From an optimization exercise on the open Yosys and OpenROAD flow, aimed at small area; shortcuts taken in it are not production practice. The RTL was checked by simulation tests, not by an equivalence proof against the original design. Power and IR drop assume default switching activity.

==> run a <==
Design tank_renderer, start of the top module:
module tank_renderer #(
    parameter int BULLET_NUM = 8
) (
    input  logic                  pclk,
    input  logic                  in_reset_hint,
    input  logic                  wr_req,
    input  render_pkg::reg_addr_t wr_addr,
    input  render_pkg::reg_data_t wr_data,
    output logic                  wr_ack,
    input  render_pkg::coord_t    pixel_x,
    input  render_pkg::row_t      pixel_y,
    input  logic                  in_display,
    output render_pkg::coord_t    map_rd_x,
    output render_pkg::coord_t    map_rd_y,
    input  logic                  map_wall,
    output render_pkg::rgb_t      rgb
);
    function automatic logic ge_c(input logic [8:0] x, input logic [8:0] c);   
        logic r;
        r = 1'b1;
        for (int k = 0; k < 9; k++) r = c[k] ? (x[k] & r) : (x[k] | r);
        ge_c = r;
    endfunction
    function automatic logic [8:0] sub9(input logic [8:0] a, input logic [8:0] b);   
        logic br;
        br = 1'b0;
        for (int k = 0; k < 9; k++) begin
            sub9[k] = a[k] ^ b[k] ^ br;
            br = (~a[k] & b[k]) | (~(a[k] ^ b[k]) & br);
        end
    endfunction
    logic [7:0]              p1_x, p1_y, p2_x, p2_y;
    logic [1:0]              p1_dir, p2_dir;
    logic [1:0]              p1_hp, p2_hp;
    logic                    p1_alive, p2_alive, p1_shield, p2_shield;
    logic [BULLET_NUM-1:0]   bullet_active;
    logic [BULLET_NUM*8-1:0] bullet_xd, bullet_yd;
    logic                    game_over, p1_win;
    logic [8:0]              game_y;
    logic                    in_game;
  ...
==> module win2, before the edit <==
module win2 (
    input  logic [7:0] p,
    output logic [7:0] q,     
    output logic [7:0] j      
);
    assign q = {p[7], p[6:0] ^ p[7:1]};
    always_comb begin
        logic seen;
        seen = 1'b0;
        for (int k = 0; k < 8; k++) begin
            j[k] = p[k] & ~seen;
            seen = seen | p[k];
        end
    end
endmodule
==> module bullet_hit, before the edit <==
module bullet_hit #(
    parameter int BULLET_NUM = 8
) (
    input  render_pkg::coord_t      pixel_x,
    input  logic [7:0]              game_y,
    input  logic                    in_game,
    input  logic [BULLET_NUM-1:0]   bullet_active,
    input  logic [BULLET_NUM*8-1:0] bullet_xd,
    input  logic [BULLET_NUM*8-1:0] bullet_yd,
    output logic                    any_bullet
);
    logic [7:0] qx, jx, qy, jy;
    logic [BULLET_NUM-1:0] hit;
    win2 u_wx (.p(pixel_x), .q(qx), .j(jx));
    win2 u_wy (.p(game_y),  .q(qy), .j(jy));
    for (genvar i = 0; i < BULLET_NUM; i++) begin : g_bullet
        assign hit[i] = bullet_active[i] &&
                        (&((bullet_xd[i*8 +: 8] ~^ qx) | jx)) &&
                        (&((bullet_yd[i*8 +: 8] ~^ qy) | jy));
    end
    assign any_bullet = in_game && (|hit);
endmodule
Settings: LEC_CHECK=0, CAP_MARGIN=20, CORE_MARGIN=2, CORE_UTILIZATION=40, SLEW_MARGIN=20; clock period 8.0 ns.
run.sh (not shown) runs the stock make flow with config.mk's settings and CLKGATE_MAP_FILE= SYNTH_SCRIPT=/design/flow/synth_recipe.tcl, a recipe that flattens the netlist after the stock synthesis.
==> inputs of run b, as changes to run a <==
--- a/flow/design.v
+++ b/flow/design.v
@@ -138,9 +138,10 @@
 import render_pkg::*;
 module win2 (
     input  logic [7:0] p,
-    output logic [7:0] q,     
-    output logic [7:0] j      
+    output logic [7:0] a,     
+    output logic [7:0] b      
 );
+    logic [7:0] q, j;
     assign q = {p[7], p[6:0] ^ p[7:1]};
     always_comb begin
         logic seen;
@@ -150,6 +151,8 @@
             seen = seen | p[k];
         end
     end
+    assign a = q | j;
+    assign b = ~q | j;
 endmodule
 module bullet_hit #(
     parameter int BULLET_NUM = 8
@@ -162,14 +165,19 @@
     input  logic [BULLET_NUM*8-1:0] bullet_yd,
     output logic                    any_bullet
 );
-    logic [7:0] qx, jx, qy, jy;
+    logic [7:0] ax, bx, ay, by;
     logic [BULLET_NUM-1:0] hit;
-    win2 u_wx (.p(pixel_x), .q(qx), .j(jx));
-    win2 u_wy (.p(game_y),  .q(qy), .j(jy));
+    win2 u_wx (.p(pixel_x), .a(ax), .b(bx));
+    win2 u_wy (.p(game_y),  .a(ay), .b(by));
     for (genvar i = 0; i < BULLET_NUM; i++) begin : g_bullet
-        assign hit[i] = bullet_active[i] &&
-                        (&((bullet_xd[i*8 +: 8] ~^ qx) | jx)) &&
-                        (&((bullet_yd[i*8 +: 8] ~^ qy) | jy));
+        logic [7:0] sx, sy, tx, ty;
+        assign sx = bullet_xd[i*8 +: 8];
+        assign sy = bullet_yd[i*8 +: 8];
+        for (genvar k = 0; k < 8; k++) begin : g_bit
+            assign tx[k] = sx[k] ? ax[k] : bx[k];
+            assign ty[k] = sy[k] ? ay[k] : by[k];
+        end
+        assign hit[i] = bullet_active[i] && (&tx) && (&ty);
     end
     assign any_bullet = in_game && (|hit);
 endmodule
==> flow/flow/run.sh (new file) <==
#!/bin/bash
# The standard layout (standard.sh), with two changes: synthesis maps logic with an
# area-oriented abc script, and the port buffers are the smallest buffer cell.
set -euo pipefail
W=$(pwd)
export FLOW_ABC_SCRIPT=$W/flow/area.abc
export BUFFER_PORTS_ARGS="-buffer_cell sky130_fd_sc_hd__buf_1"
sed -e "s#SYNTH_SCRIPT=[^ ]*#SYNTH_SCRIPT=$W/flow/synth.tcl #" standard.sh > $W/flow_standard.sh
grep -q "SYNTH_SCRIPT=$W/flow/synth.tcl" $W/flow_standard.sh
bash $W/flow_standard.sh > $W/flow_make.log 2>&1
==> flow/flow/area.abc (new file) <==
strash
dch
map -a
topo
stime -c
==> flow/flow/synth.tcl (new file) <==
# The standard synthesis script (synth_recipe.tcl), with the abc mapping step given an
# area-oriented script ($::env(FLOW_ABC_SCRIPT)) in place of ORFS's; registers are untouched
proc synth {args} { yosys synth -nofsm -noshare {*}$args }
proc abc {args} {
  set i [lsearch -exact $args -script]
  if { $i >= 0 } { lset args [expr {$i + 1}] $::env(FLOW_ABC_SCRIPT) }
  yosys abc {*}$args
}
source $::env(SCRIPTS_DIR)/synth.tcl
# left out here: clear keep_hierarchy, flatten, clean up, hide names made inside functions, write 1_2_yosys.v
==> flow/standard.sh (new file) <==
#!/bin/bash
# synth_recipe.tcl (not shown) runs the flow's synth.tcl, then flattens the netlist and writes it again
# the make line also repeats each setting of config.mk as NAME=value (left out here)
make -C /OpenROAD-flow-scripts/flow DESIGN_CONFIG=/design/flow/config.mk WORK_HOME=/design/flow/orfs CLKGATE_MAP_FILE= SYNTH_SCRIPT=/design/flow/synth_recipe.tcl "${@:-finish}"
- ABC_AREA: default -> 1
- CORE_UTILIZATION: 40 -> 70
- CTS_BUF_LIST: default -> sky130_fd_sc_hd__clkbuf_4 sky130_fd_sc_hd__clkbuf_8
removed: flow/run.sh
==> inputs of run c, as changes to run a <==
--- a/flow/design.v
+++ b/flow/design.v
@@ -138,9 +138,10 @@
 import render_pkg::*;
 module win2 (
     input  logic [7:0] p,
-    output logic [7:0] q,     
-    output logic [7:0] j      
+    output logic [7:0] a,     
+    output logic [7:0] b      
 );
+    logic [7:0] q, j;
     assign q = {p[7], p[6:0] ^ p[7:1]};
     always_comb begin
         logic seen;
@@ -150,6 +151,8 @@
             seen = seen | p[k];
         end
     end
+    assign a = q | j;
+    assign b = ~q | j;
 endmodule
 module bullet_hit #(
     parameter int BULLET_NUM = 8
@@ -162,14 +165,19 @@
     input  logic [BULLET_NUM*8-1:0] bullet_yd,
     output logic                    any_bullet
 );
-    logic [7:0] qx, jx, qy, jy;
+    logic [7:0] ax, bx, ay, by;
     logic [BULLET_NUM-1:0] hit;
-    win2 u_wx (.p(pixel_x), .q(qx), .j(jx));
-    win2 u_wy (.p(game_y),  .q(qy), .j(jy));
+    win2 u_wx (.p(pixel_x), .a(ax), .b(bx));
+    win2 u_wy (.p(game_y),  .a(ay), .b(by));
     for (genvar i = 0; i < BULLET_NUM; i++) begin : g_bullet
-        assign hit[i] = bullet_active[i] &&
-                        (&((bullet_xd[i*8 +: 8] ~^ qx) | jx)) &&
-                        (&((bullet_yd[i*8 +: 8] ~^ qy) | jy));
+        logic [7:0] sx, sy, tx, ty;
+        assign sx = bullet_xd[i*8 +: 8];
+        assign sy = bullet_yd[i*8 +: 8];
+        for (genvar k = 0; k < 8; k++) begin : g_bit
+            assign tx[k] = sx[k] ? ax[k] : bx[k];
+            assign ty[k] = sy[k] ? ay[k] : by[k];
+        end
+        assign hit[i] = bullet_active[i] && (&tx) && (&ty);
     end
     assign any_bullet = in_game && (|hit);
 endmodule
- ABC_AREA: default -> 1
- CORE_UTILIZATION: 40 -> 70
- CTS_BUF_LIST: default -> sky130_fd_sc_hd__clkbuf_4 sky130_fd_sc_hd__clkbuf_8
==> summary.md <==
| Metric | Value |
|---|---|
| DRT met1 WL | 16.4 mm |
| Run status | timing/DRC/antenna clean |
| Pwr Total | 2550 uW |
| All-Layer GR Usage | 0.261 |
| Period utilisation layout | 0.833 |
| Critical Path RT | 8.33 ns |
| Initial Util | 0.405 |
| Worst skew pair latency | 0.45 ns |
| Clk power | 851 uW |
| Maximum fanout along the worst path | 11 |
| Worst vdd ir | 140 uV |
| Worst Hold Slack | 0.758 ns |
| Worst reg2reg path depth | 20 |
The numbers above come from run a.

==> summary.md <==
| Metric | Value |
|---|---|
| Worst skew pair latency | 0.49 ns |
| DRT met1 WL | 10.4 mm |
| Run status | timing/DRC/antenna clean |
| Maximum fanout along the worst path | 5 |
| Critical Path RT | 8.38 ns |
| Worst Hold Slack | 0.727 ns |
| Worst vdd ir | 153 uV |
| Worst reg2reg path depth | 23 |
| Period utilisation layout | 0.844 |
| All-Layer GR Usage | 0.380 |
| Initial Util | 0.711 |
The numbers above come from run b.

==> summary.md <==
| Metric | Value |
|---|---|
| Run status | timing/DRC/antenna clean |
| Worst skew pair latency | 0.49 ns |
| Worst Hold Slack | 0.745 ns |
| Initial Util | 0.711 |
| Worst vdd ir | 124 uV |
| Maximum fanout along the worst path | 7 |
| Clk power | 640 uW |
| Worst reg2reg path depth | 23 |
| DRT met1 WL | 14.3 mm |
| Period utilisation layout | 0.785 |
The numbers above come from run c.

re-timing with driven ports:
Ports are ideal in the flow. The routed layouts listed here were re-timed in OpenROAD.
Step 1: set_driving_cell puts a clkbuf_16 on pclk and a buf_2 on each other input, an assumption about the parent block.
Step 2, shift: input delay + t, output delay - t, t = (earliest + latest rising clock arrival at the registers) / 2. This alone moves slack from input paths to output paths.
Slacks: ideal / step 1 / step 2; pairs: ideal / step 1.
run	t, ns	slack for setup (ns)	hold slack, ns	latest minus earliest clock arrival (ns)	slew at the worst register clock pin (ns)
run a	0.494	1.334 / 1.362 / 0.868	0.758 / 0.758 / 0.758	0.013 / 0.014	0.08 / 0.08
run b	0.516	1.246 / 1.255 / 0.738	0.727 / 0.727 / 0.727	0.015 / 0.015	0.11 / 0.11
run c	0.527	1.723 / 1.745 / 1.218	0.745 / 0.745 / 0.745	0.026 / 0.026	0.12 / 0.12
After both steps every run listed still meets setup and hold. For run b, which loses most, drivers alone change the setup slack by +0.009 ns; drivers and shift together by -0.508 ns.
